Source: an optimization exercise on an open RTL-to-GDS flow (aim: small area, a short achievable clock period and few clock cycles per item). Production flows keep margins and buffers that such runs may drop.
Function was checked by simulation only, so behaviour that the tests miss may differ from the original.
Power figures rest on the tool's default switching activity, not on a simulated workload.

[config.mk]
export PLATFORM = sky130hd
export DESIGN_NAME = lru_key_value_cache
export DESIGN_NICKNAME = lru_key_value_cache
export VERILOG_FILES = /design/flow/design.v
export SDC_FILE = /design/flow/constraint.sdc
export NUM_CORES = 4
export LEC_CHECK = 0
export CAP_MARGIN = 20
export CORE_MARGIN = 2
export CORE_UTILIZATION = 40
export SETUP_SLACK_MARGIN = 3.0
export SLEW_MARGIN = 20
export BUFFER_PORTS_ARGS = -buffer_cell sky130_fd_sc_hd__buf_4
[constraint.sdc]
create_clock -name core_clock -period 6.0 [get_ports {clk}]
set_input_delay 1.2000 -clock core_clock [delete_from_list [all_inputs] [get_ports {clk}]]
set_output_delay 1.2000 -clock core_clock [all_outputs]
set_load 0.01 [all_outputs]
[design.v]
package lkv_pkg;
  localparam int MAX_ENTRIES_DEF = 16;
  localparam int KEY_BITS_DEF    = 16;
  localparam int VALUE_BITS_DEF  = 32;
  localparam int             CAP_BITS  = 5;
  localparam logic [CAP_BITS-1:0] CAP_RESET = 5'd16;
  typedef enum logic {
    CMD_GET = 1'b0,
    CMD_PUT = 1'b1
  } cmd_t;
  typedef enum logic [1:0] {
    ST_IDLE,
    ST_MATCH,
    ST_UPDATE,
    ST_REPLY
  } state_t;
  typedef struct packed {
    logic capture;
    logic lookup;
    logic update;
    logic reply;
  } ctl_cmd_t;
endpackage
module lru_key_value_cache (
  input  logic                         clk,
  input  logic                         rst,
  input  logic                         cfg_write_en,
  input  logic [4:0]                   cfg_write_data,
  input  logic                         req_valid,
  output logic                         req_ready,
  input  logic                         req_command,
  input  logic [15:0]                  req_lookup_key,
  input  logic [31:0]                  req_write_value,
  output logic                         rsp_valid,
  input  logic                         rsp_ready,
  output logic                         rsp_hit,
  output logic [31:0]                  rsp_read_value,
  output logic                         rsp_evicted,
  output logic [15:0]                  rsp_evicted_key
);
  localparam int N  = 16;
  localparam int KW = 16;
  localparam int VW = 32;
  logic          s_v;
  logic          s_put;
  logic [KW-1:0] s_key;
  logic [VW-1:0] s_val;
  logic [4:0]    cnt;
  logic [N-1:0]  vld;
  logic [KW-1:0] ekey [N];
  logic [VW-1:0] eval [N];
  logic [3:0]    lim_m1;
  logic          go;
  logic [N-1:0]  mq;       
  logic [N-1:0]  eq_old;   
  logic          eq_prev;  
  logic [N-1:0]  mq_d;
  logic [N-1:0]  m;
  logic [N-1:0]  ge;
  logic          hit;
  logic          putmiss;
  logic          full;
  logic [N-1:0]  en;
  logic [VW-1:0] hv;
  logic [KW-1:0] lastkey;
  logic          rd_q;
  assign go        = s_v & (~rsp_valid | rsp_ready);
  assign req_ready = ~s_v | ~rsp_valid | rsp_ready;
  always_ff @(posedge clk) begin
    if (rst) begin
      s_v <= 1'b0;
    end else if (req_ready) begin
      s_v <= req_valid;
    end
  end
  always_ff @(posedge clk) begin
    if (req_ready) begin
      s_put <= req_command;
      s_key <= req_lookup_key;
      s_val <= req_write_value;
      mq    <= mq_d;
    end
  end
  always_ff @(posedge clk) begin
    if (rst) begin
      lim_m1 <= 4'd15;
    end else if (cfg_write_en) begin
      if (cfg_write_data == 5'd0) begin
        lim_m1 <= 4'd0;
      end else if (cfg_write_data > 5'd16) begin
        lim_m1 <= 4'd15;
      end else begin
        lim_m1 <= 4'(cfg_write_data - 5'd1);
      end
    end
  end
  always_comb begin
    for (int i = 0; i < N; i++) begin
      vld[i] = cnt > 5'(i);
    end
    for (int i = 0; i < N; i++) begin
      m[i] = vld[i] & mq[i];
    end
    for (int i = 0; i < N; i++) begin
      ge[i] = |(m >> i);
    end
    hit     = ge[0];
    putmiss = s_put & ~hit;
    full    = cnt > {1'b0, lim_m1};
    en[0]   = go & (hit | s_put);
    for (int i = 1; i < N; i++) begin
      en[i] = go & (ge[i] | putmiss);
    end
    hv      = '0;
    lastkey = '0;
    for (int i = 0; i < N; i++) begin
      hv = hv | ({VW{m[i]}} & eval[i]);
      if (i == N - 1) begin
        lastkey = lastkey | ({KW{vld[i]}} & ekey[i]);
      end else begin
        lastkey = lastkey | ({KW{vld[i] & ~vld[i+1]}} & ekey[i]);
      end
    end
  end
  always_comb begin
    eq_prev = (req_lookup_key == s_key);
    for (int i = 0; i < N; i++) begin
      eq_old[i] = (req_lookup_key == ekey[i]);
    end
    mq_d[0] = en[0] ? eq_prev : eq_old[0];
    for (int i = 1; i < N; i++) begin
      mq_d[i] = en[i] ? eq_old[i-1] : eq_old[i];
    end
  end
  always_ff @(posedge clk) begin
    if (en[0]) begin
      ekey[0] <= s_key;
      eval[0] <= s_put ? s_val : hv;
    end
    for (int i = 1; i < N; i++) begin
      if (en[i]) begin
        ekey[i] <= ekey[i-1];
        eval[i] <= eval[i-1];
      end
    end
  end
  always_ff @(posedge clk) begin
    if (rst) begin
      cnt <= '0;
    end else if (go && putmiss && !full) begin
      cnt <= cnt + 5'd1;
    end
  end
  always_ff @(posedge clk) begin
    if (rst) begin
      rsp_valid <= 1'b0;
    end else if (go) begin
      rsp_valid <= 1'b1;
    end else if (rsp_ready) begin
      rsp_valid <= 1'b0;
    end
  end
  assign rsp_read_value = {VW{rd_q}} & eval[0];
  always_ff @(posedge clk) begin
    if (go) begin
      rd_q            <= hit & ~s_put;
      rsp_hit         <= hit;
      rsp_evicted     <= putmiss & full;
      rsp_evicted_key <= (putmiss & full) ? lastkey : '0;
    end
  end
endmodule
[flow/run.sh]
#!/bin/bash
set -e
echo 'export BUFFER_PORTS_ARGS = -buffer_cell sky130_fd_sc_hd__buf_4' >> "$FLOW_CONFIG"
bash standard.sh > standard.log 2>&1
[standard.sh]
#!/bin/bash
# synth_recipe.tcl (not shown) runs the flow's synth.tcl, then flattens the netlist and writes it again
# the make line also repeats each setting of config.mk as NAME=value (left out here)
make -C /OpenROAD-flow-scripts/flow DESIGN_CONFIG=/design/flow/config.mk WORK_HOME=/design/flow/orfs CLKGATE_MAP_FILE= SYNTH_SCRIPT=/design/flow/synth_recipe.tcl "${@:-finish}"
==> results.cfg, run 1 <==
[detailed_routing]
antenna_left = 0
totalWireLength_um = 122000
drt_drc_violations_left = 0
wl_per_cell_um = 34.0
vias = 23000
dr.pass1.iters = 10
drt_iter0_markers = 3854
viasPerCell = 6.43

[floorplan]
die_h_um = 299
fp.dieW_um = 299
row_count = 108
io_pins = 111
start_util_pct = 40.2
placeableCoreArea_sq_mm = 0.0865
die_area_sq_mm = 0.0894

[timing]
skew_ns = 0.0413
fmax_mhz = 328
fin_tns_setup_ns = 0
final-max-slew-violation-count = 0
rsz0062_at_grt = yes
finalSetupViolCount = 0
hold_viol = 0
max_slew_margin_pct = 29.8
min_period_ns = 3.05
worst_pin_slew_ns = 1.05
post-route-period-util_pct = 50.8

[layout]
fillCellCount = 7326
register_area_sq_mm = 0.0258
nNetsFinal = 2419
area_growth_pct = 19.8
multiInputGateArea_sq_mm = 0.00902
fin_cells = 3580
post-route-util_pct = 48.2
drive_gt1_share_pct = 19.2
antennaDiodeCount = 0

[synthesis]
synth.area.top_cells = edfxtp_1 74%, xor2_1 6.8%, a22oi_1 3.3%
synthCells = 2143
yosysTopAreaCellShare_pct = 73.5
ys_async_sr_fraction_pct = 0
synth-edff-count = 852
yosysTopAreaCell = edfxtp_1
synth_ff_type = edfxtp_1
synth_cell_types = 58
syn_area_sq_mm = 0.0348
ys_seq_area_share_pct = 74.2
syn_nets = 2212
ys.warnings.count = 3
syn_area_per_cell_sq_um = 16.2
synth.ff_latch_count = 863

[clocking]
cts.clk_slew.worst_paths_ns = 0.06
cts_root_buf = clkbuf_16
cts_tree = yes
clock_latency_ns = 0.68
clock_path_buffers = 3
clock_sinks = 863
ctsHoldBuffers = 0
htreeDepth = 3
cts_buffers = 89

[grt]
grt-ovfl-total = 0
grt_pass1_vias = 23000
grt_max_degree = 37
grt_pass1_wl_um = 170000
grt_use_total_pct = 26.6
grt_antenna_before_repair = 1

[setup_path]
crit_path_start_kind = flop
cp-end-kind = flop
worstPathRequired_ns = 6.27
path_max_fanout = 12
cp.arrival_ns = 3.32
critPathKind = flop to flop

[power]
peakVddDrop_uv = 268
internal_power_mw = 10.5
p_total_mw = 13.5
power.density_mw_per_mm2 = 323
p_leak_nw = 13.9
seqPwrFrac_pct = 51.7
p_clk_share_pct = 43.9
p_sw_mw = 3.02
switching_share_pct = 22.4
combPwrFrac_pct = 4.4

[placed_design]
io_buffers = 110
gp_congestion = 1.05
dpl.hpwl_um = 72900
dp.cells = 3331

[flow_run]
cap_violations = 0

[hold_path]
hold_path_class = flop to flop

[outcome]
outcome = timing/DRC/antenna clean
routing by layer:
layer  vias to the layer above  track usage [%]  wire length, um
met1                     11700             34.9            44700
met3                       348             6.25            14500
li1                       9133                -                -
met5                         -                0                7
met2                      1873             41.6            55600
met4                         2             13.1             6740
worst max-delay path: stages (launching register included):
cell and delay [ns]:
dfxtp_4 0.45, inv_4 0.07, ha_4 0.18, nand2b_1 0.17
o21ai_0 0.40, a221oi_4 0.16, nor3b_4 0.19, buf_4 0.18
buf_6 0.17, a21oi_2 0.67
cell usage in the layout, fill, tap and decap left out, types with 6 or more instances in the layout:
master,n
bufinv_16,14
a21oi_1,24
and2_1,34
buf_12,20
a22oi_1,151
clkinvlp_4,11
o32a_1,19
a221oi_1,52
mux2i_1,25
dfxtp_1,6
xor2_1,272
clkinv_2,15
nor4_2,6
nor3_1,8
clkinv_1,16
clkbuf_16,92
a222oi_1,67
o21ai_0,21
nand2_1,79
nor2_1,21
a221o_1,12
inv_1,20
edfxtp_1,852
o22a_1,12
nand3_1,56
nor4_1,69
nand4_1,37
ha_1,7
a22o_1,35
buf_4,198
a21oi_4,8
buf_6,12
clkbuf_1,8
flip-flops by register name, indices dropped and copies added, names as in the netlist:
name / cells
mq: 16
eval: 512
s_v: 1
s_val: 32
s_put: 1
rsp_valid: 1
rsp_evicted: 1
rsp_hit: 1
ekey: 256
cnt: 5
rsp_evicted_key: 16
s_key: 16
rd_q: 1
lim_m1: 4
synth_stat cells (5+ instances only):
| cell | number |
|---|---|
| a31oi_1 | 8 |
| edfxtp_1 | 852 |
| ha_1 | 10 |
| nor3_1 | 14 |
| a221o_1 | 12 |
| a222oi_1 | 67 |
| a22oi_1 | 151 |
| nor4_1 | 76 |
| o211ai_1 | 5 |
| o32a_1 | 19 |
| nand3_1 | 57 |
| dfxtp_1 | 11 |
| nand4_1 | 37 |
| o21ai_0 | 23 |
| and2_1 | 37 |
| o22a_1 | 12 |
| a221oi_1 | 54 |
| clkbuf_1 | 123 |
| a2111oi_0 | 5 |
| nor2b_1 | 6 |
| nand2_1 | 80 |
| a22o_1 | 35 |
| or3_1 | 5 |
| o21a_1 | 7 |
| a21oi_1 | 31 |
| nor2_1 | 26 |
| inv_1 | 24 |
| xor2_1 | 272 |
| mux2i_1 | 25 |
cell families (layout without fill, tap and decap cells):
kind of cell / Yosys count / in the layout / synth area share [%]
flops: 863 / 863 / 74.2
simple gates: 363 / 364 / 5.64
mux: 25 / 25 / 0.719
xor+xnor: 273 / 273 / 6.87
buf+inv: 155 / 429 / 1.73
compound gates: 454 / 461 / 10.5
fa+ha+maj: 10 / 10 / 0.360
power by group through the flow:
| stage | registers [mW] | logic, mW | clock network (mW) |
|---|---|---|---|
| finish | 6.97 | 0.595 | 5.92 |
| global route | 6.98 | 0.621 | 6.21 |
| CTS | 6.97 | 0.570 | 5.97 |
| detailed placement | 7.09 | 0.517 | 0 |
| global placement | 7.09 | 0.509 | 0 |
| floorplan | 7.01 | 0.297 | 0 |
stage by stage:
stage	setup slack [ns]	instance area [sq um]	hold WS, ns
floorplan	1.94	35100	0.425
global placement	1.52	37400	0.430
detailed placement	1.37	37400	0.435
CTS	2.96	41300	0.412
global route	2.91	41700	0.443
finish	2.95	41700	0.414
worst paths after layout:
path | from | end | slack [ns] | cells past startpoint
max reg2reg | cnt[1]$_SDFFE_PP0P_ | eval[4][25]$_DFFE_PP_ | 2.95 | 9
min reg2reg | eval[4][29]$_DFFE_PP_ | eval[5][29]$_DFFE_PP_ | 0.41 | 0
min | eval[4][29]$_DFFE_PP_ | eval[5][29]$_DFFE_PP_ | 0.41 | 0
max | cnt[1]$_SDFFE_PP0P_ | eval[4][25]$_DFFE_PP_ | 2.95 | 9
cell type report:
class	count	share of cell area (%)
Clock buffer	102	5.63
Clock inverter	64	1.86
Inverter	24	0.297
Multi-Input combinational cell	1133	21.6
Sequential cell	863	61.9
Tap cell	1155	3.47
Timing Repair Buffer	237	5.16
Timing Repair inverter	2	0.0270
repair_timing:
item	4_1_cts	5_1_grt
endpoints found under the hold margin	0	0
pin swaps	18	1
setup buffers	48	23
cloned	11	1
endpoints found under the setup margin	841	579
resized for setup	65	25
Testbench counts, summed over its fixed seeds: cycles 8,016, items 8,000.
==> run 2: changes to the inputs <==
--- a/config.mk
+++ b/config.mk
@@ -7,7 +7,7 @@
 export LEC_CHECK = 0
 export CAP_MARGIN = 20
 export CORE_MARGIN = 2
-export CORE_UTILIZATION = 40
+export CORE_UTILIZATION = 60
 export SETUP_SLACK_MARGIN = 3.0
 export SLEW_MARGIN = 20
 export BUFFER_PORTS_ARGS = -buffer_cell sky130_fd_sc_hd__buf_4
==> run 2 against run 1 <==
  * Cell count fell by 11%
  * Maximum frequency rose by 1.3%
  * Clock skew decreased by 0.024 ns
  * Die area decreased by 33%
  * Hold slack improved by 0.029 ns
  * Final area down 2.3%
  * Core utilization rose by 23 points
  * Count of clock-buffer cells in the layout up 8
  * Wire length shrank 2.2%
  * Combinational power fell by 0.8%
==> results.cfg, run 2 <==
[timing]
skew_ns = 0.0176
final-max-slew-violation-count = 0
post-route-period-util_pct = 50.1
worst_pin_slew_ns = 1.15
fin_tns_setup_ns = 0
fmax_mhz = 332
hold_viol = 0
finalSetupViolCount = 0
min_period_ns = 3.01
rsz0062_at_grt = yes
max_slew_margin_pct = 23.5

[clocking]
ctsHoldBuffers = 0
clock_latency_ns = 0.65
cts_buffers = 87
clock_path_buffers = 3
cts.clk_slew.worst_paths_ns = 0.07
clock_sinks = 863
cts_tree = yes
htreeDepth = 3
cts_root_buf = clkbuf_16

[power]
peakVddDrop_uv = 260
power.density_mw_per_mm2 = 319
p_leak_nw = 13.7

[synthesis]
synthCells = 2143
ys_seq_area_share_pct = 74.2
synth.most_common_cell = edfxtp_1
synth.ff_latch_count = 863
synth_ff_type = edfxtp_1
synth_cell_types = 58
synthTopCellsByCount = 852 x edfxtp_1, 272 x xor2_1, 151 x a22oi_1
synth.area.top_cells = edfxtp_1 74%, xor2_1 6.8%, a22oi_1 3.3%
yosysTopAreaCell = edfxtp_1
ys_async_sr_fraction_pct = 0
syn_area_per_cell_sq_um = 16.2
synth-edff-count = 852
ys.warnings.count = 3
syn_nets = 2212
yosysTopAreaCellShare_pct = 73.5
syn_area_sq_mm = 0.0348

[grt]
grt_pass1_wl_um = 166000
grt_antenna_before_repair = 2
grt_use_total_pct = 39.7
grt_max_degree = 50
grt-ovfl-total = 0
grt_pass1_vias = 22500

[detailed_routing]
drt_iter0_markers = 3927
viasPerCell = 7.28
totalWireLength_um = 119000
drt_drc_violations_left = 0
vias = 23100
antenna_left = 0
dr.pass1.iters = 9
wl_per_cell_um = 37.5

[floorplan]
die_area_sq_mm = 0.0599
row_count = 88
placeableCoreArea_sq_mm = 0.0575
io_pins = 111
start_util_pct = 60.5
die_h_um = 245
fp.dieW_um = 245

[layout]
register_area_sq_mm = 0.0258
drive_gt1_share_pct = 17.9
fillCellCount = 3749
largest_reg_flops = 512
largestRegisters = eval x512, ekey x256, s_val x32
multiInputGateArea_sq_mm = 0.00898
fin_area_sq_mm = 0.0407
nNetsFinal = 2402
largest-register = eval
final_common_cell = edfxtp_1
layout_common_cells = 852 x edfxtp_1, 272 x xor2_1, 193 x buf_4
area_growth_pct = 17.1

[setup_path]
cp-end-kind = flop
path_max_fanout = 22
cp.arrival_ns = 3.36
crit_path_start = cnt[3]$_SDFFE_PP0P_
path_cells = or3_4 -> o21a_2 -> nor4_4 -> buf_4 -> buf_4 -> and4b_4 -> a221oi_4 -> bufinv_8 -> bufbuf_16
r2r-start = cnt[3]$_SDFFE_PP0P_
crit_path_frequent_cell = buf_4
crit_path_start_kind = flop
cp.buffers_inverters = 4
critPathKind = flop to flop
worstPathRequired_ns = 6.35
max_stage_delay_ns = 0.44
critical_path.top_delay_family = simple AND/OR/NAND/NOR gates
slowest_stage = dfxtp_4

[flow_run]
cap_violations = 0

[outcome]
outcome = timing/DRC/antenna clean

[hold_path]
hold_path_class = flop to flop
hold_path_startpoint = eval[7][13]$_DFFE_PP_

[placed_design]
dpl.hpwl_um = 70900
gp_congestion = 1.03
post_dp_cell_area_sq_mm = 0.0369
io_buffers = 110
==> run 2: cell counts after synthesis <==
No cell type changed its count.
==> run 2: logic make-up after synthesis <==
group / count (synthesis) / synth area share [%]
xor gates and xnor gates: 273 / 6.87
muxes: 25 / 0.719
adders and majority gates: 10 / 0.360
buffers and inverters: 155 / 1.73
AOI/OAI and AO/OA: 454 / 10.5
and+or+nand+nor: 363 / 5.64
DFF: 863 / 74.2
==> run 2: timing repair <==
action	CTS	global route
gates cloned	10	2
buffers inserted	44	12
resized for setup	57	22
pin swaps	15	2
endpoints found under the setup margin	841	426
==> run 2: worst paths after layout <==
kind	end	slack, ns	cells after the start
hold / removal	eval[8][13]$_DFFE_PP_	0.44	0
hold reg to reg	eval[8][13]$_DFFE_PP_	0.44	0
setup / recovery	eval[13][20]$_DFFE_PP_	2.99	9
setup reg to reg	eval[13][20]$_DFFE_PP_	2.99	9
==> run 2: power by group <==
part / switching [mW] / internal (mW) / total [mW]
Sequential: 0.162 / 6.81 / 6.97
Clock: 2.34 / 3.10 / 5.43
Combinational: 0.389 / 0.201 / 0.590
==> run 2: area by class of cell <==
cell class                      instances  area share [%]
Sequential cell                       863            63.4
Multi-Input combinational cell       1131            22.1
Clock buffer                          110            5.69
Timing Repair Buffer                  224            4.96
Tap cell                              765            2.35
Clock inverter                         49            1.23
Inverter                               24           0.270
Timing Repair inverter                  2          0.0276
Antenna cell                            2          0.0123
==> run 2: per-layer routing <==
metal	vias up	routed length, um	GRT usage (%)
met5	-	0	0
met4	0	9280	25.8
met3	450	14100	7.34
met2	2030	55400	62.5
met1	11500	40200	51.0
li1	9094	-	-
==> run 2: worst register-to-register path, cell delays in order, from the launching register on <==
cell and delay (ns):
dfxtp_4 0.44, or3_4 0.44, o21a_2 0.25, nor4_4 0.32, buf_4 0.17, buf_4 0.10, and4b_4 0.29, a221oi_4 0.11
bufinv_8 0.26, bufbuf_16 0.31
==> run 2: through the flow <==
step                      hold WS (ns)  instances  utilization, %  worst slack (ns)  total power [mW]
after floorplan                  0.425       2143               -              1.94              7.31
after global placement           0.428       2941            64.2              1.60              7.60
after detailed placement         0.432       2941            64.2              1.53              7.61
after CTS                        0.439       3154            70.5              3.00              13.0
after global routing             0.446       3168            70.9              2.92              13.3
final                            0.443       3170            70.9              2.99              13.0
==> run 3: changes to the inputs <==
--- a/config.mk
+++ b/config.mk
@@ -7,7 +7,8 @@
 export LEC_CHECK = 0
 export CAP_MARGIN = 20
 export CORE_MARGIN = 2
-export CORE_UTILIZATION = 60
-export SETUP_SLACK_MARGIN = 3.0
+export CORE_UTILIZATION = 40
+export SETUP_SLACK_MARGIN = 3.2
 export SLEW_MARGIN = 20
+export TNS_END_PERCENT = 10
 export BUFFER_PORTS_ARGS = -buffer_cell sky130_fd_sc_hd__buf_4
==> run 3 against run 2 <==
  * Still clean on timing, DRC and antenna
  * Count of clock-buffer cells in the layout shrank 4
  * Worst setup slack lost 0.17 ns
  * Non-clock buffer count grew 56
  * Area after synthesis is the same
  * Wire length grew 2.6%
  * Critical endpoint is now rsp_evicted_key[2]$_SDFFCE_PN0P_
==> results.cfg, run 3 <==
[synthesis]
synth_top_family_by_area = compound AO/OA/AOI/OAI gates
yosysTopAreaCell = edfxtp_1
ys_seq_area_share_pct = 74.2
synth_cell_types = 58
syn_nets = 2212
synthXorXnorAreaFrac_pct = 6.87
syn_area_sq_mm = 0.0348
synth_ff_type = edfxtp_1
synth.ff_latch_count = 863
muxShareOfSynthArea_pct = 0.719
synth_compound_area_share_pct = 10.5
synthCells = 2143
synth-edff-count = 852
ys_async_sr_fraction_pct = 0
synth_adder_area_share_pct = 0.360
syn_area_per_cell_sq_um = 16.2
synthSimpleGateAreaFrac_pct = 5.64
yosysTopAreaCellShare_pct = 73.5
synthTopCellsByCount = 852 x edfxtp_1, 272 x xor2_1, 151 x a22oi_1
synth.area.top_cells = edfxtp_1 74%, xor2_1 6.8%, a22oi_1 3.3%
synth.most_common_cell = edfxtp_1
ys.warnings.count = 3

[grt]
grt_pass1_vias = 22800
grt-ovfl-total = 0
grt_use_total_pct = 26.5
grt_max_degree = 50
grt_pass1_wl_um = 169000
grt_antenna_before_repair = 1

[timing]
finalSetupViolCount = 0
worst_pin_slew_ns = 1.29
rsz0062_at_grt = yes
fmax_mhz = 314
max_slew_margin_pct = 14.2
min_period_ns = 3.18
fin_tns_setup_ns = 0
skew_ns = 0.0315
final-max-slew-violation-count = 0
hold_viol = 0
post-route-period-util_pct = 53.0

[placed_design]
post_dp_cell_area_sq_mm = 0.0374
dpl.hpwl_um = 72500
gp_congestion = 1.02
io_buffers = 110

[setup_path]
critPathKind = flop to flop
r2r-start = cnt[0]$_SDFFE_PP0P_
crit_path_start_kind = flop
cp-end-kind = flop
worstPathRequired_ns = 6.41
worst_r2r_path_depth = 9
rrSetupSlack_ns = 2.82
cp.arrival_ns = 3.59
path_max_fanout = 5
r2r_end = rsp_evicted_key[2]$_SDFFCE_PN0P_

[power]
p_total_mw = 13.0
peakVddDrop_uv = 376
p_leak_nw = 14.1
power.density_mw_per_mm2 = 311

[hold_path]
hold_path_startpoint = eval[14][20]$_DFFE_PP_
min_to = eval[15][20]$_DFFE_PP_
hold_path_class = flop to flop
hold_path_depth = 0

[layout]
nNetsFinal = 2462
largestRegisters = eval x512, ekey x256, s_val x32
largest-register = eval
layout_common_cells = 852 x edfxtp_1, 272 x xor2_1, 233 x buf_4
largest_reg_flops = 512
fillCellCount = 7343
fin_area_sq_mm = 0.0419
drive_gt1_share_pct = 20.3
area_growth_pct = 20.4
final_common_cell = edfxtp_1
antennaDiodeCount = 0

[detailed_routing]
drt_drc_violations_left = 0
wl_per_cell_um = 33.8
viasPerCell = 6.37
totalWireLength_um = 122000
dr.pass1.iters = 8
drt_iter0_markers = 3629
vias = 23000
antenna_left = 0

[clocking]
cts_buffers = 89
cts_tree = yes
cts_root_buf = clkbuf_16
clock_latency_ns = 0.67
ctsHoldBuffers = 0
htreeDepth = 3
clock_path_buffers = 3
cts.clk_slew.worst_paths_ns = 0.06
clock_sinks = 863

[floorplan]
fp.dieW_um = 299
die_h_um = 299
die_area_sq_mm = 0.0894
placeableCoreArea_sq_mm = 0.0865
row_count = 108
start_util_pct = 40.2
io_pins = 111

[flow_run]
cap_violations = 0

[outcome]
outcome = timing/DRC/antenna clean
[run 3: cell types whose count changed in the layout (fill, tap and decap cells not counted), sizes merged]
cell      before  now
inv           25   26
clkinv        37   42
diode          2    0
or4b           1    3
clkinvlp       4    3
a21oi         34   33
or4            3    4
clkbuf       112  111
buf          221  274
[run 3: power by group]
part	total [mW]	internal, mW	switching [mW]
Combinational	0.613	0.212	0.401
Clock	5.47	3.12	2.35
Sequential	6.97	6.81	0.157
Total	13.0	10.1	2.91
[run 3: cell families after synthesis]
| family | after synthesis |
|---|---|
| multiplexers | 25 |
| adder cells (fa/ha/maj) | 10 |
| flip-flops | 863 |
| AO/OA/AOI/OAI | 454 |
| buffers and inverters | 155 |
| XOR/XNOR | 273 |
| AND/OR/NAND/NOR | 363 |
[run 3: cell type report]
class,instances,area (sq um),share of cell area (%)
clock buffers,106,2330,5.57
clock inverters,54,497,1.19
inverters,24,113,0.269
multi-input cells,1133,9120,21.8
flip-flops and latches,863,25800,61.6
well taps,1155,1450,3.45
repair buffers,280,2550,6.09
repair inverters,2,11.3,0.0269
[run 3: routing by layer]
metal | global-route usage [%] | vias to the layer above | part of all wire (%) | routed length, um
met1 | 35.1 | 11700 | 37 | 45000
met3 | 5.99 | 323 | 11 | 13800
met5 | 0 | - | 0.011 | 13
li1 | - | 9212 | - | -
met4 | 13.2 | 2 | 5.7 | 6950
met2 | 41.4 | 1782 | 46 | 56200
[run 3: per-stage QoR]
stage / hold WS (ns) / std cells / util [%] / worst slack, ns
floorplan: 0.425 / 2143 / - / 1.94
global placement: 0.427 / 3336 / 43.2 / 1.53
detailed placement: 0.433 / 3336 / 43.2 / 1.44
CTS: 0.440 / 3577 / 47.9 / 2.97
global route: 0.456 / 3617 / 48.4 / 2.89
finish: 0.440 / 3617 / 48.4 / 2.82
[run 3: how the worst max path moves through the flow]
stage                     depth (start not counted)                start  slack (ns)                          endpoint
after global routing                              9  cnt[0]$_SDFFE_PP0P_        2.89  rsp_evicted_key[2]$_SDFFCE_PN0P_
after floorplan                                  13  cnt[1]$_SDFFE_PP0P_        1.94                  mq[15]$_DFFE_PP_
final                                             9  cnt[0]$_SDFFE_PP0P_        2.82  rsp_evicted_key[2]$_SDFFCE_PN0P_
after global placement                            9  cnt[0]$_SDFFE_PP0P_        1.53            eval[13][30]$_DFFE_PP_
after detailed placement                          6  cnt[2]$_SDFFE_PP0P_        1.44            eval[15][13]$_DFFE_PP_
after CTS                                         4            rsp_ready        2.97                         req_ready
[run 3: critical path, stage by stage, from the launching register on]
cell	delay (ns)
dfxtp_4	0.39
buf_12	0.14
ha_4	0.17
nand3b_1	0.12
nor2_2	0.05
buf_6	0.15
a222oi_1	1.06
nand4_1	0.33
a221oi_4	0.39
a21oi_2	0.12
[run 3: timing repair]
action,in CTS,in global routing
setup buffers,71,33
endpoints found under the setup margin,873,845
resized for setup,97,35
gates cloned,10,7
pin swaps,22,13
==> run 4: changes to the inputs <==
--- a/design.v
+++ b/design.v
@@ -45,7 +45,6 @@
   logic          s_put;
   logic [KW-1:0] s_key;
   logic [VW-1:0] s_val;
-  logic [4:0]    cnt;
   logic [N-1:0]  vld;
   logic [KW-1:0] ekey [N];
   logic [VW-1:0] eval [N];
@@ -55,6 +54,7 @@
   logic [N-1:0]  eq_old;   
   logic          eq_prev;  
   logic [N-1:0]  mq_d;
+  logic [N-1:0]  vld_nx;
   logic [N-1:0]  m;
   logic [N-1:0]  ge;
   logic          hit;
@@ -96,17 +96,14 @@
   end
   always_comb begin
     for (int i = 0; i < N; i++) begin
-      vld[i] = cnt > 5'(i);
-    end
-    for (int i = 0; i < N; i++) begin
-      m[i] = vld[i] & mq[i];
+      m[i] = mq[i];
     end
     for (int i = 0; i < N; i++) begin
       ge[i] = |(m >> i);
     end
     hit     = ge[0];
     putmiss = s_put & ~hit;
-    full    = cnt > {1'b0, lim_m1};
+    full    = vld[lim_m1];
     en[0]   = go & (hit | s_put);
     for (int i = 1; i < N; i++) begin
       en[i] = go & (ge[i] | putmiss);
@@ -127,9 +124,10 @@
     for (int i = 0; i < N; i++) begin
       eq_old[i] = (req_lookup_key == ekey[i]);
     end
-    mq_d[0] = en[0] ? eq_prev : eq_old[0];
+    vld_nx  = (go && putmiss && !full) ? {vld[N-2:0], 1'b1} : vld;
+    mq_d[0] = (en[0] ? eq_prev : eq_old[0]) & vld_nx[0];
     for (int i = 1; i < N; i++) begin
-      mq_d[i] = en[i] ? eq_old[i-1] : eq_old[i];
+      mq_d[i] = (en[i] ? eq_old[i-1] : eq_old[i]) & vld_nx[i];
     end
   end
   always_ff @(posedge clk) begin
@@ -146,9 +144,9 @@
   end
   always_ff @(posedge clk) begin
     if (rst) begin
-      cnt <= '0;
+      vld <= '0;
     end else if (go && putmiss && !full) begin
-      cnt <= cnt + 5'd1;
+      vld <= {vld[N-2:0], 1'b1};
     end
   end
   always_ff @(posedge clk) begin
--- a/config.mk
+++ b/config.mk
@@ -7,8 +7,7 @@
 export LEC_CHECK = 0
 export CAP_MARGIN = 20
 export CORE_MARGIN = 2
-export CORE_UTILIZATION = 40
+export CORE_UTILIZATION = 70
 export SETUP_SLACK_MARGIN = 3.2
 export SLEW_MARGIN = 20
-export TNS_END_PERCENT = 10
 export BUFFER_PORTS_ARGS = -buffer_cell sky130_fd_sc_hd__buf_4
==> run 4 against run 3 <==
  * Still clean on timing, DRC and antenna
  * Non-clock buffer count shrank 59
  * Die area shrank 42%
  * Flip-flop and latch count up 11
  * Largest power group unchanged
==> results.cfg, run 4 <==
[outcome]
outcome = timing/DRC/antenna clean

[grt]
grt_max_degree = 61
grt_use_total_pct = 47.4
grt_antenna_before_repair = 3
grt_pass1_wl_um = 172000
grt-ovfl-total = 0
grt_pass1_vias = 23900

[timing]
hold_ws_ns = 0.451
hold_viol = 0
fin_ws_ns = 2.99
worst_pin_slew_ns = 1.19
max_slew_margin_pct = 20.2
finalSetupViolCount = 0
final-max-slew-violation-count = 0
fin_tns_setup_ns = 0
rsz0062_at_grt = yes
skew_ns = 0.0240
fmax_mhz = 332
post-route-period-util_pct = 50.1
min_period_ns = 3.01

[synthesis]
synthTopCellsByCount = 852 x edfxtp_1, 272 x xnor2_1, 269 x a22oi_1
ys.warnings.count = 3
yosysTopAreaCell = edfxtp_1
synth-edff-count = 852
yosysTopAreaCellShare_pct = 72.9
syn_area_sq_mm = 0.0351
ys_seq_area_share_pct = 74.2
synth.most_common_cell = edfxtp_1
synthCells = 2193
syn_area_per_cell_sq_um = 16.0
syn_nets = 2253
synth.ff_latch_count = 874
synth.area.top_cells = edfxtp_1 73%, xnor2_1 6.8%, a22oi_1 5.8%
synth_cell_types = 43
ys_async_sr_fraction_pct = 0
synth_ff_type = edfxtp_1

[setup_path]
worstPathRequired_ns = 4.80
critPathKind = input port to output port
max_stage_delay_ns = 0.19
cp-end-kind = output port
cp.arrival_ns = 1.81
slowest_stage = buf_6
path_cells = buf_8 -> nor2b_4 -> nand2_8 -> buf_6
path_max_fanout = 2
crit_path_start_kind = input port

[clocking]
clock_sinks = 874
htreeDepth = 3
clock_path_buffers = 3
cts.clk_slew.worst_paths_ns = 0.06
clock_latency_ns = 0.65
cts_tree = yes
cts_buffers = 86
cts_root_buf = clkbuf_16
ctsHoldBuffers = 0

[detailed_routing]
totalWireLength_um = 124000
wl_met1_um = 36800
wl_per_cell_um = 39.8
vias = 24400
dr_wl_met3_um = 18500
top_layer = met5
viasPerCell = 7.84
drt_drc_violations_left = 0
antenna_left = 0
drt_iter0_markers = 4699
wl_met2_um = 55400
dr.pass1.iters = 9

[layout]
largestRegisters = eval x512, ekey x256, s_val x32
largest-register = eval
nNetsFinal = 2423
final_common_cell = edfxtp_1
drive_gt1_share_pct = 18.6
fin_area_sq_mm = 0.0407
largest_reg_flops = 512
area_growth_pct = 16.1
layout_common_cells = 852 x edfxtp_1, 272 x xnor2_1, 269 x a22oi_1

[floorplan]
row_count = 82
start_util_pct = 70.4
die_area_sq_mm = 0.0519
placeableCoreArea_sq_mm = 0.0499
io_pins = 111
die_h_um = 228
fp.dieW_um = 228

[placed_design]
pre_cts_ws_ns = 2.06
io_buffers = 110
dpl.hpwl_um = 71700
gp_congestion = 1.07
post_dp_cell_area_sq_mm = 0.0368

[power]
power.density_mw_per_mm2 = 332
p_leak_nw = 13.1
peakVddDrop_uv = 289

[flow_run]
cap_violations = 0

[hold_path]
hold_path_class = flop to flop
==> run 4: changes by cell type in the layout (fill, tap and decap cells not counted), moves of 42 or more <==
cell,before,now
xnor2_1,1,272
a21oi_1,22,64
nor4_1,69,16
nand4_1,37,124
a22oi_1,151,269
a222oi_1,67,0
nand2_1,78,11
xor2_1,272,0
buf_4,233,163
==> run 4: per-stage QoR <==
stage                     std cells  util [%]  total power [mW]
after floorplan                2193         -              7.64
after global placement         2874      73.8              7.98
after detailed placement       2874      73.8              8.00
after CTS                      3096      81.3              13.4
after global routing           3106      81.7              13.7
final                          3107      81.7              13.5
==> run 4: cells by family (layout without fill, tap and decap cells) <==
family / Yosys count / count (layout) / share of synthesized area [%]
AO/OA/AOI/OAI: 513 / 521 / 10.6
XOR/XNOR: 272 / 272 / 6.79
adder cells (fa/ha/maj): 1 / 1 / 0.0356
buffers and inverters: 184 / 415 / 2.06
flip-flops: 874 / 874 / 74.2
multiplexers: 29 / 29 / 1.01
other: 0 / 1 / 0
AND/OR/NAND/NOR: 320 / 322 / 5.36
==> run 4: report_power, final <==
group          total (mW)  switching, mW  internal [mW]
Clock                5.46           2.36           3.10
Combinational       0.839          0.539          0.300
Sequential           7.21          0.233           6.98
==> run 4: area by class of cell <==
| class | instances | area [sq um] |
|---|---|---|
| Timing Repair Buffer | 221 | 1980 |
| Clock inverter | 55 | 480 |
| Inverter | 35 | 131 |
| Tap cell | 672 | 841 |
| Sequential cell | 874 | 26000 |
| Fill cell | 2491 | 9130 |
| Multi-Input combinational cell | 1145 | 8960 |
| Antenna cell | 1 | 2.50 |
| Clock buffer | 104 | 2310 |
==> run 4: critical path, delay by kind of cell <==
| family | cells | cell delay [ns] |
|---|---|---|
| AND/OR/NAND/NOR | 2 | 0.30 |
| buffers and inverters | 2 | 0.29 |
==> run 4: what timing repair did <==
item,CTS,global route
setup endpoints to repair,834,250
resized for setup,94,29
buffers inserted,50,10
cloned,13,0
pin swaps,23,4
==> run 4: path summary, 6_finish.rpt <==
path | start | to | slack (ns) | cells after the start
worst max-delay path | rsp_ready | req_ready | 2.99 | 4
worst min-delay path | eval[4][1]$_DFFE_PP_ | eval[5][1]$_DFFE_PP_ | 0.45 | 0
worst max register to register | mq[14]$_DFFE_PP_ | eval[15][7]$_DFFE_PP_ | 3.12 | 6
worst min register to register | eval[4][1]$_DFFE_PP_ | eval[5][1]$_DFFE_PP_ | 0.45 | 0
==> run 4: routing by layer <==
metal	up-vias	global-route usage [%]
met1	11500	58.7
met3	773	11.6
met5	-	0
met4	2	36.9
li1	9132	-
met2	2913	72.9
Testbench counts of run 4, summed over its fixed seeds: cycles 8,016, items 8,000.
==> run 5: changes to the inputs <==
--- a/config.mk
+++ b/config.mk
@@ -7,7 +7,7 @@
 export LEC_CHECK = 0
 export CAP_MARGIN = 20
 export CORE_MARGIN = 2
-export CORE_UTILIZATION = 70
-export SETUP_SLACK_MARGIN = 3.2
+export CORE_UTILIZATION = 40
+export SETUP_SLACK_MARGIN = 3.0
 export SLEW_MARGIN = 20
 export BUFFER_PORTS_ARGS = -buffer_cell sky130_fd_sc_hd__buf_4
==> run 5 against run 4 <==
  * Die area rose by 74%
  * Count of clock-buffer cells in the layout is 9 higher
  * Register-to-register slack got worse by 0.12 ns
  * Flip-flop and latch count stayed put
  * Core utilization down 35 points
  * Via count is 6.9% lower
  * Clock power rose by 5.7%
  * Critical endpoint is now mq[12]$_DFFE_PP_
  * Highest routed layer is now met4
==> results.cfg, run 5 <==
[synthesis]
synth.ff_latch_count = 874
yosysTopAreaCell = edfxtp_1
synthSimpleGateAreaFrac_pct = 5.36
synth_top_family_by_area = compound AO/OA/AOI/OAI gates
synth-edff-count = 852
ys_async_sr_fraction_pct = 0
synthXorXnorAreaFrac_pct = 6.79
synth_cell_types = 43
ys_seq_area_share_pct = 74.2
syn_nets = 2253
synthCells = 2193
muxShareOfSynthArea_pct = 1.01
synth_compound_area_share_pct = 10.6
synth.most_common_cell = edfxtp_1
syn_area_per_cell_sq_um = 16.0
yosysTopAreaCellShare_pct = 72.9
synth_adder_area_share_pct = 0.0357
ys.warnings.count = 3
synth.area.top_cells = edfxtp_1 73%, xnor2_1 6.8%, a22oi_1 5.8%
synthTopCellsByCount = 852 x edfxtp_1, 272 x xnor2_1, 269 x a22oi_1
syn_area_sq_mm = 0.0351
synth_ff_type = edfxtp_1

[layout]
drive_gt1_share_pct = 16.6
largest-register = eval
layout_common_cells = 852 x edfxtp_1, 272 x xnor2_1, 269 x a22oi_1
nNetsFinal = 2405
area_growth_pct = 16.7
antennaDiodeCount = 0
multiInputGateArea_sq_mm = 0.00879
post-route-util_pct = 47.2
register_area_sq_mm = 0.0260
final_common_cell = edfxtp_1
fin_cells = 3574
largest_reg_flops = 512
fillCellCount = 7356
largestRegisters = eval x512, ekey x256, s_val x32

[power]
power.density_mw_per_mm2 = 335
peakVddDrop_uv = 242
p_leak_nw = 13.0

[hold_path]
hold_path_startpoint = s_key[0]$_DFFE_PP_
hold_path_class = flop to flop

[grt]
grt-ovfl-total = 0
grt_use_total_pct = 25.9
grt_antenna_before_repair = 0
grt_pass1_wl_um = 168000
grt_max_degree = 61
grt_pass1_vias = 22600

[placed_design]
io_buffers = 110
pre_cts_ws_ns = 2.15
dp.cells = 3359
gp_congestion = 0.947
dpl.hpwl_um = 72900

[setup_path]
path_cells = buf_4 -> nor4_4 -> nand4_1 -> buf_4 -> a21oi_4 -> buf_6 -> mux2i_1 -> a21oi_1
cp-end-kind = flop
crit_path_start_kind = flop
r2r-start = mq[8]$_DFFE_PP_
critical_path.top_delay_family = buffers and inverters
cp.buffers_inverters = 3
path_max_fanout = 34
max_stage_delay_ns = 0.55
crit_path_start = mq[8]$_DFFE_PP_
worstPathRequired_ns = 6.40
crit_path_frequent_cell = buf_4
slowest_stage = nor4_4
cp.arrival_ns = 3.40
critPathKind = flop to flop

[detailed_routing]
dr.pass1.iters = 5
wl_per_cell_um = 33.0
antenna_left = 0
drt_drc_violations_left = 0
totalWireLength_um = 118000
viasPerCell = 6.35
vias = 22700
drt_iter0_markers = 3281

[clocking]
clock_path_buffers = 3
clock_sinks = 874
ctsHoldBuffers = 0
clock_latency_ns = 0.66
htreeDepth = 3
cts_tree = yes
cts.clk_slew.worst_paths_ns = 0.07
cts_root_buf = clkbuf_16
cts_buffers = 90

[floorplan]
die_h_um = 300
fp.dieW_um = 300
die_area_sq_mm = 0.0901
placeableCoreArea_sq_mm = 0.0869
start_util_pct = 40.4
row_count = 108
io_pins = 111

[timing]
hold_viol = 0
post-route-period-util_pct = 50.1
max_slew_margin_pct = 22.2
final-max-slew-violation-count = 0
finalSetupViolCount = 0
fin_tns_setup_ns = 0
fmax_mhz = 333
rsz0062_at_grt = yes
skew_ns = 0.0561
min_period_ns = 3.00
worst_pin_slew_ns = 1.16
fin_ws_ns = 3.00

[outcome]
outcome = timing/DRC/antenna clean

[flow_run]
cap_violations = 0
## run 5: cell counts after synthesis
No cell type changed its count.
## run 5: repair_timing
action,4_1_cts,5_1_grt
resized for setup,22,11
gates cloned,7,0
endpoints found under the setup margin,626,33
hold endpoints to repair,0,0
buffers inserted,40,2
pin swaps,17,1
## run 5: cell type report
type / count / share of cell area (%)
flip-flops and latches: 874 / 63.5
multi-input cells: 1142 / 21.4
clock buffers: 113 / 5.76
repair buffers: 202 / 3.84
well taps: 1155 / 3.53
clock inverters: 53 / 1.58
inverters: 35 / 0.321
## run 5: worst reg2reg max path, delay by kind of cell, from the launching register on
family / cells / cell delay [ns]
multiplexers: 1 / 0.15
AO/OA/AOI/OAI: 2 / 0.60
AND/OR/NAND/NOR: 2 / 0.79
buffers and inverters: 3 / 0.87
flip-flops: 1 / 0.35
## run 5: worst paths after layout
path / to / slack, ns / cells after the start
max reg2reg: mq[12]$_DFFE_PP_ / 3.00 / 8
min reg2reg: ekey[0][0]$_DFFE_PP_ / 0.42 / 0
max: mq[12]$_DFFE_PP_ / 3.00 / 8
min: ekey[0][0]$_DFFE_PP_ / 0.42 / 0
## run 5: cell families after synthesis
group | Yosys count
compound gates | 513
xor+xnor | 272
fa+ha+maj | 1
buf+inv | 184
flops | 874
mux | 29
simple gates | 320
## run 5: report_power, final
part           internal [mW]  total, mW  switching, mW
registers               6.98       7.19          0.209
logic                  0.261      0.771          0.510
clock network           3.33       5.77           2.44
total                   10.6       13.7           3.16
## run 5: metrics by stage
stage | area, sq um | total power [mW] | hold WS [ns]
after CTS | 40900 | 13.8 | 0.426
final | 41000 | 13.7 | 0.423
after floorplan | 35400 | 7.64 | 0.426
after global routing | 41000 | 14.1 | 0.446
after global placement | 37400 | 8.01 | 0.429
after detailed placement | 37400 | 8.02 | 0.434
## run 5: per-layer routing
layer	global-route usage [%]	part of all wire, %
met2	40.6	46
met4	10.8	4.8
met5	0	0
met1	34.5	38
met3	6.24	11
==> run 6: changes to the inputs <==
--- a/config.mk
+++ b/config.mk
@@ -7,7 +7,7 @@
 export LEC_CHECK = 0
 export CAP_MARGIN = 20
 export CORE_MARGIN = 2
-export CORE_UTILIZATION = 40
+export CORE_UTILIZATION = 60
 export SETUP_SLACK_MARGIN = 3.0
 export SLEW_MARGIN = 20
 export BUFFER_PORTS_ARGS = -buffer_cell sky130_fd_sc_hd__buf_4
==> run 6 against run 5 <==
  * Register-to-register slack better by 0.06 ns
  * Critical path type is now input port to output port
  * Area after synthesis stayed put
  * Clock power is 5.4% lower
  * Synthesized cell count stayed put
  * Worst setup slack better by 0.029 ns
  * Still clean
==> results.cfg, run 6 <==
[grt]
grt_pass1_vias = 22200
grt_antenna_before_repair = 0
grt_use_total_pct = 38.2
met2_usage_pct = 59.6
grt_max_degree = 50
grt_pass1_wl_um = 161000
met1_usage_pct = 50.2
met3_usage_pct = 7.54
grt.busiest_layer = met2
grt-ovfl-total = 0

[detailed_routing]
drt_iter0_markers = 3205
vias = 22500
dr.pass1.iters = 7
wl_per_cell_um = 36.1
drt_drc_violations_left = 0
totalWireLength_um = 114000
viasPerCell = 7.12
antenna_left = 0

[synthesis]
ys_async_sr_fraction_pct = 0
syn_area_sq_mm = 0.0351
yosysTopAreaCell = edfxtp_1
synth.area.top_cells = edfxtp_1 73%, xnor2_1 6.8%, a22oi_1 5.8%
synth_ff_type = edfxtp_1
synth.ff_latch_count = 874
synth.most_common_cell = edfxtp_1
yosysTopAreaCellShare_pct = 72.9
synth-edff-count = 852
ys_seq_area_share_pct = 74.2
synth_cell_types = 43
syn_area_per_cell_sq_um = 16.0
synthTopCellsByCount = 852 x edfxtp_1, 272 x xnor2_1, 269 x a22oi_1
ys.warnings.count = 3
synthCells = 2193
syn_nets = 2253

[setup_path]
cp.arrival_ns = 1.77
worst_r2r_path_depth = 4
path_max_fanout = 2
worst-path-stages = 4
worstPathRequired_ns = 4.80
cp-end-kind = output port
critical_path.top_delay_family = buffers and inverters
max_stage_delay_ns = 0.17
slowest_stage = nor2b_4
cp.buffers_inverters = 2
critPathKind = input port to output port
path_cells = buf_4 -> nor2b_4 -> nand2_8 -> buf_6
crit_path_start_kind = input port

[floorplan]
die_h_um = 246
start_util_pct = 60.7
fp.dieW_um = 246
row_count = 88
placeableCoreArea_sq_mm = 0.0578
die_area_sq_mm = 0.0604
io_pins = 111

[clocking]
cts_buffers = 87
cts.clk_slew.worst_paths_ns = 0.06
htreeDepth = 3
cts_root_buf = clkbuf_16
cts_tree = yes
ctsHoldBuffers = 0
clock_path_buffers = 3
clock_sinks = 874
clock_latency_ns = 0.66

[hold_path]
hold_path_depth = 0
hold_path_class = flop to flop

[placed_design]
io_buffers = 110
dp.cells = 2972
gp_congestion = 0.988
dpl.hpwl_um = 71100

[power]
internal_power_mw = 10.3
combPwrFrac_pct = 5.7
p_sw_mw = 3.06
p_total_mw = 13.4
p_clk_share_pct = 40.7
seqPwrFrac_pct = 53.6
switching_share_pct = 22.8
peakVddDrop_uv = 330
p_leak_nw = 12.8
power.density_mw_per_mm2 = 334

[flow_run]
cap_violations = 0

[timing]
rsz0062_at_grt = yes
hold_viol = 0
max_slew_margin_pct = 21.4
fmax_mhz = 336
skew_ns = 0.0286
fin_tns_setup_ns = 0
min_period_ns = 2.97
final-max-slew-violation-count = 0
worst_pin_slew_ns = 1.17
finalSetupViolCount = 0
post-route-period-util_pct = 49.6

[outcome]
outcome = timing/DRC/antenna clean

[layout]
fin_cells = 3164
layout_common_cells = 852 x edfxtp_1, 272 x xnor2_1, 269 x a22oi_1
largestRegisters = eval x512, ekey x256, s_val x32
antennaDiodeCount = 0
fillCellCount = 3885
largest_reg_flops = 512
nNetsFinal = 2388
drive_gt1_share_pct = 15.8
final_common_cell = edfxtp_1
area_growth_pct = 14.5
largest-register = eval
-- run 6: area by class of cell --
class                      instances  area, sq um  area share [%]
sequential                       874        26000            64.8
multi-input combinational       1139         8720            21.7
clock buffer                     115         2380            5.94
timing repair buffer             191         1520            3.78
tap                              765          957            2.38
clock inverter                    45          443            1.10
inverter                          35          131           0.327
-- run 6: cell families (layout without fill, tap and decap cells) --
family / after synthesis / count (layout) / share of synthesized area (%)
AND/OR/NAND/NOR: 320 / 322 / 5.36
XOR/XNOR: 272 / 272 / 6.79
AO/OA/AOI/OAI: 513 / 515 / 10.6
buffers and inverters: 184 / 386 / 2.06
multiplexers: 29 / 29 / 1.01
flip-flops: 874 / 874 / 74.2
adder cells (fa/ha/maj): 1 / 1 / 0.0356
-- run 6: final timing paths --
check | slack (ns) | start | endpoint
worst max-delay path | 3.03 | rsp_ready | req_ready
worst min-delay path | 0.43 | eval[3][28]$_DFFE_PP_ | eval[4][28]$_DFFE_PP_
worst max register to register | 3.06 | mq[11]$_DFFE_PP_ | ekey[4][2]$_DFFE_PP_
worst min register to register | 0.43 | eval[3][28]$_DFFE_PP_ | eval[4][28]$_DFFE_PP_
-- run 6: repair_timing --
action | 4_1_cts | 5_1_grt
setup buffers | 24 | 4
setup endpoints to repair | 542 | 113
pin swaps | 13 | 2
cloned | 4 | 0
resized for setup | 20 | 7
-- run 6: routing by layer --
metal / vias up / share of wire [%]
met1: 11200 / 35
met4: 0 / 7.0
met2: 1936 / 46
li1: 9039 / -
met3: 373 / 11
met5: - / 0
-- run 6: worst register-to-register path, stage by stage (launching register included) --
cell and delay (ns):
edfxtp_1 0.85, nor3_1 0.20, and3_2 0.42, a21oi_4 0.48, buf_6 0.52
-- run 6: metrics by stage --
stage          worst slack (ns)  util (%)  hold WS (ns)  instance area [sq um]
6_report                   3.03      69.5         0.428                  40200
3_3_place_gp               2.20      63.9         0.428                  37000
5_1_grt                    2.96      69.5         0.446                  40200
3_5_place_dp               2.22      64.0         0.434                  37000
2_1_floorplan              2.82         -         0.426                  35400
4_1_cts                    3.00      69.4         0.426                  40100
-- run 6: power by group through the flow --
stage	clock network (mW)	registers, mW	logic [mW]
after floorplan	0	7.21	0.435
after global placement	0	7.30	0.705
after detailed placement	0	7.31	0.716
after CTS	5.50	7.18	0.749
after global routing	5.72	7.20	0.790
final	5.46	7.19	0.760
==> run 7: changes to the inputs <==
--- a/config.mk
+++ b/config.mk
@@ -5,6 +5,7 @@
 export SDC_FILE = /design/flow/constraint.sdc
 export NUM_CORES = 4
 export LEC_CHECK = 0
+export ABC_AREA = 1
 export CAP_MARGIN = 20
 export CORE_MARGIN = 2
 export CORE_UTILIZATION = 60
==> run 7 against run 6 <==
  * Still clean
  * Clock power grew 3%
  * Synthesized cell count rose by 33%
  * Register-to-register slack worse by 0.04 ns
  * Sequential power rose by 4.7%
  * Clock skew is 0.0046 ns lower
  * Flip-flop and latch count stayed put
  * Worst setup slack about the same
  * Power grew 9.1%
  * Critical path depth rose by 3
  * Largest cell class unchanged
==> results.cfg, run 7 <==
[clocking]
cts_tree = yes
cts_buffers = 89
clock_latency_ns = 0.66
cts.clk_slew.worst_paths_ns = 0.06
clock_sinks = 874
htreeDepth = 3
ctsHoldBuffers = 0
clock_path_buffers = 3
cts_root_buf = clkbuf_16

[timing]
skew_ns = 0.0240
worst_pin_slew_ns = 1.25
rsz0062_at_grt = no
max_slew_margin_pct = 16.5
final-max-slew-violation-count = 0
hold_viol = 0
finalSetupViolCount = 0
fin_tns_setup_ns = 0
post-route-period-util_pct = 49.6
fmax_mhz = 336
min_period_ns = 2.98
hold_ws_ns = 0.443

[synthesis]
syn_nets = 2978
syn_area_per_cell_sq_um = 12.5
synth_ff_type = edfxtp_1
synthTopCellsByCount = 852 x edfxtp_1, 765 x nand2_1, 192 x xnor2_1
ys_seq_area_share_pct = 71.3
synth.most_common_cell = edfxtp_1
yosysTopAreaCellShare_pct = 70.0
synth-edff-count = 852
synthCells = 2918
synth.ff_latch_count = 874
ys_async_sr_fraction_pct = 0
yosysTopAreaCell = edfxtp_1
synth_cell_types = 48
syn_area_sq_mm = 0.0365
ys.warnings.count = 3
synth.area.top_cells = edfxtp_1 70%, nand2_1 7.9%, xnor2_1 4.6%

[floorplan]
start_util_pct = 60.6
die_area_sq_mm = 0.0629
die_h_um = 251
io_pins = 111
placeableCoreArea_sq_mm = 0.0602
row_count = 90
fp.dieW_um = 251

[detailed_routing]
vias = 25300
dr.pass1.iters = 8
viasPerCell = 6.42
drt_drc_violations_left = 0
totalWireLength_um = 117000
drt_iter0_markers = 3162
antenna_left = 0
wl_per_cell_um = 29.7

[flow_run]
cap_violations = 0

[layout]
layout_common_cells = 852 x edfxtp_1, 758 x nand2_1, 192 x xnor2_1
final_common_cell = edfxtp_1
drive_gt1_share_pct = 12.7
largest_reg_flops = 512
largestRegisters = eval x512, ekey x256, s_val x32
nNetsFinal = 3142
largest-register = eval
area_growth_pct = 14.0

[hold_path]
hold_path_class = flop to flop

[placed_design]
dpl.hpwl_um = 73000
gp_congestion = 0.987
io_buffers = 110

[grt]
grt_use_total_pct = 37.0
grt_pass1_vias = 24500
grt_max_degree = 51
grt_pass1_wl_um = 167000
grt_antenna_before_repair = 0
grt-ovfl-total = 0

[power]
peakVddDrop_uv = 338
p_leak_nw = 14.9
power.density_mw_per_mm2 = 351

[setup_path]
critPathKind = flop to flop
slowest_stage = a31oi_2
path_max_fanout = 34
crit_path_frequent_cell = nor2_4
worstPathRequired_ns = 6.26
critical_path.top_delay_family = compound AO/OA/AOI/OAI gates
path_cells = buf_4 -> nor2_4 -> nand2_2 -> nor2_4 -> nand3_4 -> buf_12 -> a31oi_2
rrSetupSlack_ns = 3.02
crit_path_start_kind = flop
cp-end-kind = flop
cp.arrival_ns = 3.24
cp.buffers_inverters = 2
max_stage_delay_ns = 0.99

[outcome]
outcome = timing/DRC/antenna clean
[run 7: changes by cell type in the layout (fill, tap and decap cells not counted), sizes merged, moves of 25 or more]
| cell | change |
|---|---|
| nand2 | +759 |
| a22oi | -269 |
| and2 | -28 |
| a22o | -33 |
| nand4 | -25 |
| nor2 | +128 |
| xor2 | +26 |
| nand3 | +100 |
| xnor2 | -80 |
| inv | +134 |
[run 7: power breakdown]
part	internal (mW)	switching [mW]	total, mW
Clock	3.24	2.40	5.65
Combinational	0.439	1.01	1.45
Sequential	7.23	0.301	7.53
Total	10.9	3.72	14.6
[run 7: layout make-up]
class,instances,area [sq um]
flip-flops and latches,874,26000
fillers,4270,18600
multi-input cells,1736,9380
clock buffers,108,2360
repair buffers,191,1540
well taps,782,978
inverters,182,721
clock inverters,55,558
repair inverters,8,60.1
diodes,1,2.50
[run 7: worst paths after layout]
check | start | end | depth (start not counted)
hold / removal | eval[5][7]$_DFFE_PP_ | eval[6][7]$_DFFE_PP_ | 0
setup reg to reg | mq[12]$_DFFE_PP_ | eval[10][13]$_DFFE_PP_ | 7
hold reg to reg | eval[5][7]$_DFFE_PP_ | eval[6][7]$_DFFE_PP_ | 0
setup / recovery | mq[12]$_DFFE_PP_ | eval[10][13]$_DFFE_PP_ | 7
[run 7: worst register-to-register path: cells and delay by family (launching register included)]
family / cells / cell delay, ns
flops: 1 / 0.36
compound gates: 1 / 1.00
buf+inv: 2 / 0.50
simple gates: 4 / 0.72
[run 7: through the flow]
step	setup slack, ns	instance area, sq um	util (%)	power (mW)	cells
3_5_place_dp	1.74	38200	63.4	8.95	3723
5_1_grt	3.01	41600	69.1	15.0	3936
6_report	3.02	41600	69.1	14.6	3937
4_1_cts	2.58	41400	68.6	14.6	3913
2_1_floorplan	2.61	36600	-	8.32	2918
3_3_place_gp	1.72	38200	63.3	8.92	3722
[run 7: logic make-up after synthesis]
| kind of cell | share of synthesized area [%] |
|---|---|
| AND/OR/NAND/NOR | 14.4 |
| flip-flops | 71.3 |
| buffers and inverters | 3.61 |
| AO/OA/AOI/OAI | 5.45 |
| XOR/XNOR | 5.23 |
| adder cells (fa/ha/maj) | 0.0343 |
[run 7: repair_timing]
item / CTS / global route
endpoints found under the hold margin: 0 / 0
resized for setup: 14 / 15
pin swaps: 0 / 7
setup endpoints to repair: 595 / 280
gates cloned: 9 / 5
buffers inserted: 18 / 17
[run 7: per-layer routing]
metal / vias up / part of all wire [%] / track usage, % / routed length [um]
li1: 10700 / - / - / -
met1: 12400 / 36 / 48.4 / 42700
met2: 1781 / 47 / 59.3 / 54800
met3: 346 / 10 / 6.57 / 11800
met4: 0 / 6.7 / 20.7 / 7820
met5: - / 0 / 0 / 0
==> run 8: changes to the inputs <==
--- a/config.mk
+++ b/config.mk
@@ -5,10 +5,10 @@
 export SDC_FILE = /design/flow/constraint.sdc
 export NUM_CORES = 4
 export LEC_CHECK = 0
-export ABC_AREA = 1
 export CAP_MARGIN = 20
 export CORE_MARGIN = 2
 export CORE_UTILIZATION = 60
+export PLACE_DENSITY = 0.72
 export SETUP_SLACK_MARGIN = 3.0
 export SLEW_MARGIN = 20
 export BUFFER_PORTS_ARGS = -buffer_cell sky130_fd_sc_hd__buf_4
==> run 8 against run 7 <==
  * Still clean
  * Power down 8.4%
  * Via count shrank 8.9%
  * Critical path depth is 3 lower
  * Sequential share of layout area is 2.0 points higher
  * Cell count decreased by 19%
  * Core utilization is 0.68 points higher
  * Combinational power decreased by 48%
  * Maximum frequency fell by 0.77%
  * Wire length decreased by 2.7%
  * Critical endpoint is now req_ready
==> results.cfg, run 8 <==
[setup_path]
worst-path-stages = 4
worst_r2r_path_depth = 4
critPathKind = input port to output port
worstPathRequired_ns = 4.80
slowest_stage = nor2b_4
path_max_fanout = 5
path_cells = buf_6 -> nor2b_4 -> nand2_8 -> buf_6
cp-end-kind = output port
critical_path.top_delay_family = simple AND/OR/NAND/NOR gates
crit_path_start_kind = input port
crit_path_frequent_cell = buf_6
cp.buffers_inverters = 2
max_stage_delay_ns = 0.19
cp.arrival_ns = 1.80

[clocking]
cts_tree = yes
clock_sinks = 874
cts_buffers = 88
clock_path_buffers = 3
cts_root_buf = clkbuf_16
ctsHoldBuffers = 0
cts.clk_slew.worst_paths_ns = 0.06
htreeDepth = 3
clock_latency_ns = 0.66

[floorplan]
die_h_um = 246
io_pins = 111
fp.dieW_um = 246
start_util_pct = 60.7
placeableCoreArea_sq_mm = 0.0578
die_area_sq_mm = 0.0604
row_count = 88

[timing]
finalSetupViolCount = 0
fmax_mhz = 334
rsz0062_at_grt = yes
post-route-period-util_pct = 50.0
max_slew_margin_pct = 20.4
worst_pin_slew_ns = 1.19
hold_viol = 0
min_period_ns = 3.00
final-max-slew-violation-count = 0
fin_tns_setup_ns = 0
skew_ns = 0.0248

[hold_path]
hold_path_class = flop to flop
hold_path_depth = 0

[outcome]
outcome = timing/DRC/antenna clean

[layout]
largestRegisters = eval x512, ekey x256, s_val x32
register_area_sq_mm = 0.0260
layout_common_cells = 852 x edfxtp_1, 272 x xnor2_1, 269 x a22oi_1
drive_gt1_share_pct = 16.3
largest_reg_flops = 512
fillCellCount = 3832
antennaDiodeCount = 0
final_common_cell = edfxtp_1
area_growth_pct = 14.9
nNetsFinal = 2403
largest-register = eval
post-route-util_pct = 69.8
multiInputGateArea_sq_mm = 0.00878

[placed_design]
dpl.hpwl_um = 70500
gp_congestion = 1.09
io_buffers = 110

[synthesis]
synth.area.top_cells = edfxtp_1 73%, xnor2_1 6.8%, a22oi_1 5.8%
syn_area_sq_mm = 0.0351
synth_cell_types = 43
synthTopCellsByCount = 852 x edfxtp_1, 272 x xnor2_1, 269 x a22oi_1
yosysTopAreaCell = edfxtp_1
synth_ff_type = edfxtp_1
ys_seq_area_share_pct = 74.2
syn_area_per_cell_sq_um = 16.0
yosysTopAreaCellShare_pct = 72.9
synth.most_common_cell = edfxtp_1
synth.ff_latch_count = 874
synthCells = 2193
ys.warnings.count = 3
syn_nets = 2253
synth-edff-count = 852
ys_async_sr_fraction_pct = 0

[detailed_routing]
viasPerCell = 7.24
wl_per_cell_um = 35.9
drt_drc_violations_left = 0
dr.pass1.iters = 6
antenna_left = 0
totalWireLength_um = 114000
vias = 23000
drt_iter0_markers = 3763

[grt]
grt_max_degree = 61
grt-ovfl-total = 0
grt_pass1_wl_um = 161000
grt_use_total_pct = 38.0
grt_pass1_vias = 22500
grt_antenna_before_repair = 2

[power]
p_leak_nw = 12.9
power.density_mw_per_mm2 = 332
peakVddDrop_uv = 293
p_total_mw = 13.4

[flow_run]
cap_violations = 0
==> run 8: cells by family (layout without fill, tap and decap cells) <==
| family | after synthesis | after routing | share of synthesized area [%] |
|---|---|---|---|
| flops | 874 | 874 | 74.2 |
| compound gates | 513 | 520 | 10.6 |
| simple gates | 320 | 321 | 5.36 |
| xor+xnor | 272 | 272 | 6.79 |
| buf+inv | 184 | 394 | 2.06 |
| mux | 29 | 29 | 1.01 |
| fa+ha+maj | 1 | 1 | 0.0356 |
==> run 8: final timing paths <==
check,startpoint,to,slack [ns]
setup / recovery,rsp_ready,req_ready,3.00
hold reg to reg,eval[13][0]$_DFFE_PP_,eval[14][0]$_DFFE_PP_,0.43
setup reg to reg,mq[0]$_DFFE_PP_,ekey[3][5]$_DFFE_PP_,3.04
hold / removal,eval[13][0]$_DFFE_PP_,eval[14][0]$_DFFE_PP_,0.43
==> run 8: metrics by stage <==
step	std cells	hold WS [ns]	worst slack (ns)	instance area [sq um]
2_1_floorplan	2193	0.426	2.82	35400
3_3_place_gp	2967	0.430	2.27	36900
3_5_place_dp	2969	0.434	2.30	37000
4_1_cts	3164	0.434	2.61	40200
5_1_grt	3176	0.455	2.98	40300
6_report	3176	0.432	3.00	40300
==> run 8: what timing repair did <==
action | 4_1_cts | 5_1_grt
hold endpoints to repair | 0 | 0
endpoints found under the setup margin | 678 | 208
cloned | 7 | 1
setup buffers | 30 | 11
gates resized for setup | 11 | 12
pin swaps | 18 | 4
==> run 8: final cells by class <==
type | instances | share of cell area [%]
tap | 765 | 2.37
inverter | 35 | 0.326
clock buffer | 111 | 5.88
multi-input combinational | 1143 | 21.8
sequential | 874 | 64.5
clock inverter | 47 | 1.10
timing repair buffer | 201 | 4.01
==> run 8: power breakdown <==
group | internal, mW | switching, mW | total (mW)
sequential | 6.98 | 0.215 | 7.20
combinational | 0.263 | 0.497 | 0.760
clock | 3.11 | 2.33 | 5.44
==> run 8: worst reg2reg max path: cells and delay by family (launching register included) <==
| family | cells | cell delay, ns |
|---|---|---|
| AO/OA/AOI/OAI | 1 | 1.04 |
| buffers and inverters | 1 | 0.31 |
| flip-flops | 1 | 0.37 |
| AND/OR/NAND/NOR | 2 | 0.86 |
==> run 8: layer usage <==
layer | global-route usage, % | up-vias | wire length [um]
met2 | 59.3 | 2070 | 52700
met4 | 23.6 | 2 | 8640
li1 | - | 9089 | -
met5 | 0 | - | 7
met1 | 48.5 | 11400 | 39100
met3 | 8.89 | 439 | 13500

==> port drivers added, routing unchanged <==
No port has a modelled driver above. Below, the same layouts with a new extraction and two added sets of constraints.
Step 1 (the two cells are an assumption about what drives the block):
set clk [get_ports {clk}]
set_driving_cell -lib_cell sky130_fd_sc_hd__clkbuf_16 $clk
set_driving_cell -lib_cell sky130_fd_sc_hd__buf_2 [delete_from_list [all_inputs] $clk]
Step 2 also shifts input and output timing later by t, the mid clock arrival at the registers, as if the neighbouring blocks saw the same clock.
Slacks: ideal ports / drivers / drivers and shift; pairs: ideal ports / drivers.
| run | t, ns | setup WS [ns] | worst setup path at the end | clock arrival spread, ns | worst slew at a driven data input, ns |
|---|---|---|---|---|---|
| run 1 | 0.724 | 2.953 / 2.953 / 2.343 | input to register | 0.042 / 0.043 | 0.05 |
| run 2 | 0.704 | 2.991 / 2.991 / 2.379 | input to register | 0.018 / 0.019 | 0.06 |
| run 3 | 0.716 | 2.819 / 2.819 / 2.329 | input to register | 0.034 / 0.033 | 0.05 |
| run 4 | 0.703 | 2.991 / 2.930 / 2.526 | input to register | 0.026 / 0.026 | 0.07 |
| run 5 | 0.700 | 2.996 / 2.990 / 2.473 | input to register | 0.060 / 0.060 | 0.05 |
| run 6 | 0.708 | 3.025 / 3.002 / 2.428 | input to register | 0.030 / 0.030 | 0.05 |
| run 7 | 0.719 | 3.025 / 3.023 / 2.478 | input to register | 0.025 / 0.026 | 0.04 |
| run 8 | 0.703 | 3.002 / 2.971 / 2.616 | input to register | 0.026 / 0.026 | 0.06 |
After both steps every run listed still meets setup and hold. The setup slack of run 2, which loses most, moves by 0.000 ns with the drivers and by -0.612 ns with both steps.
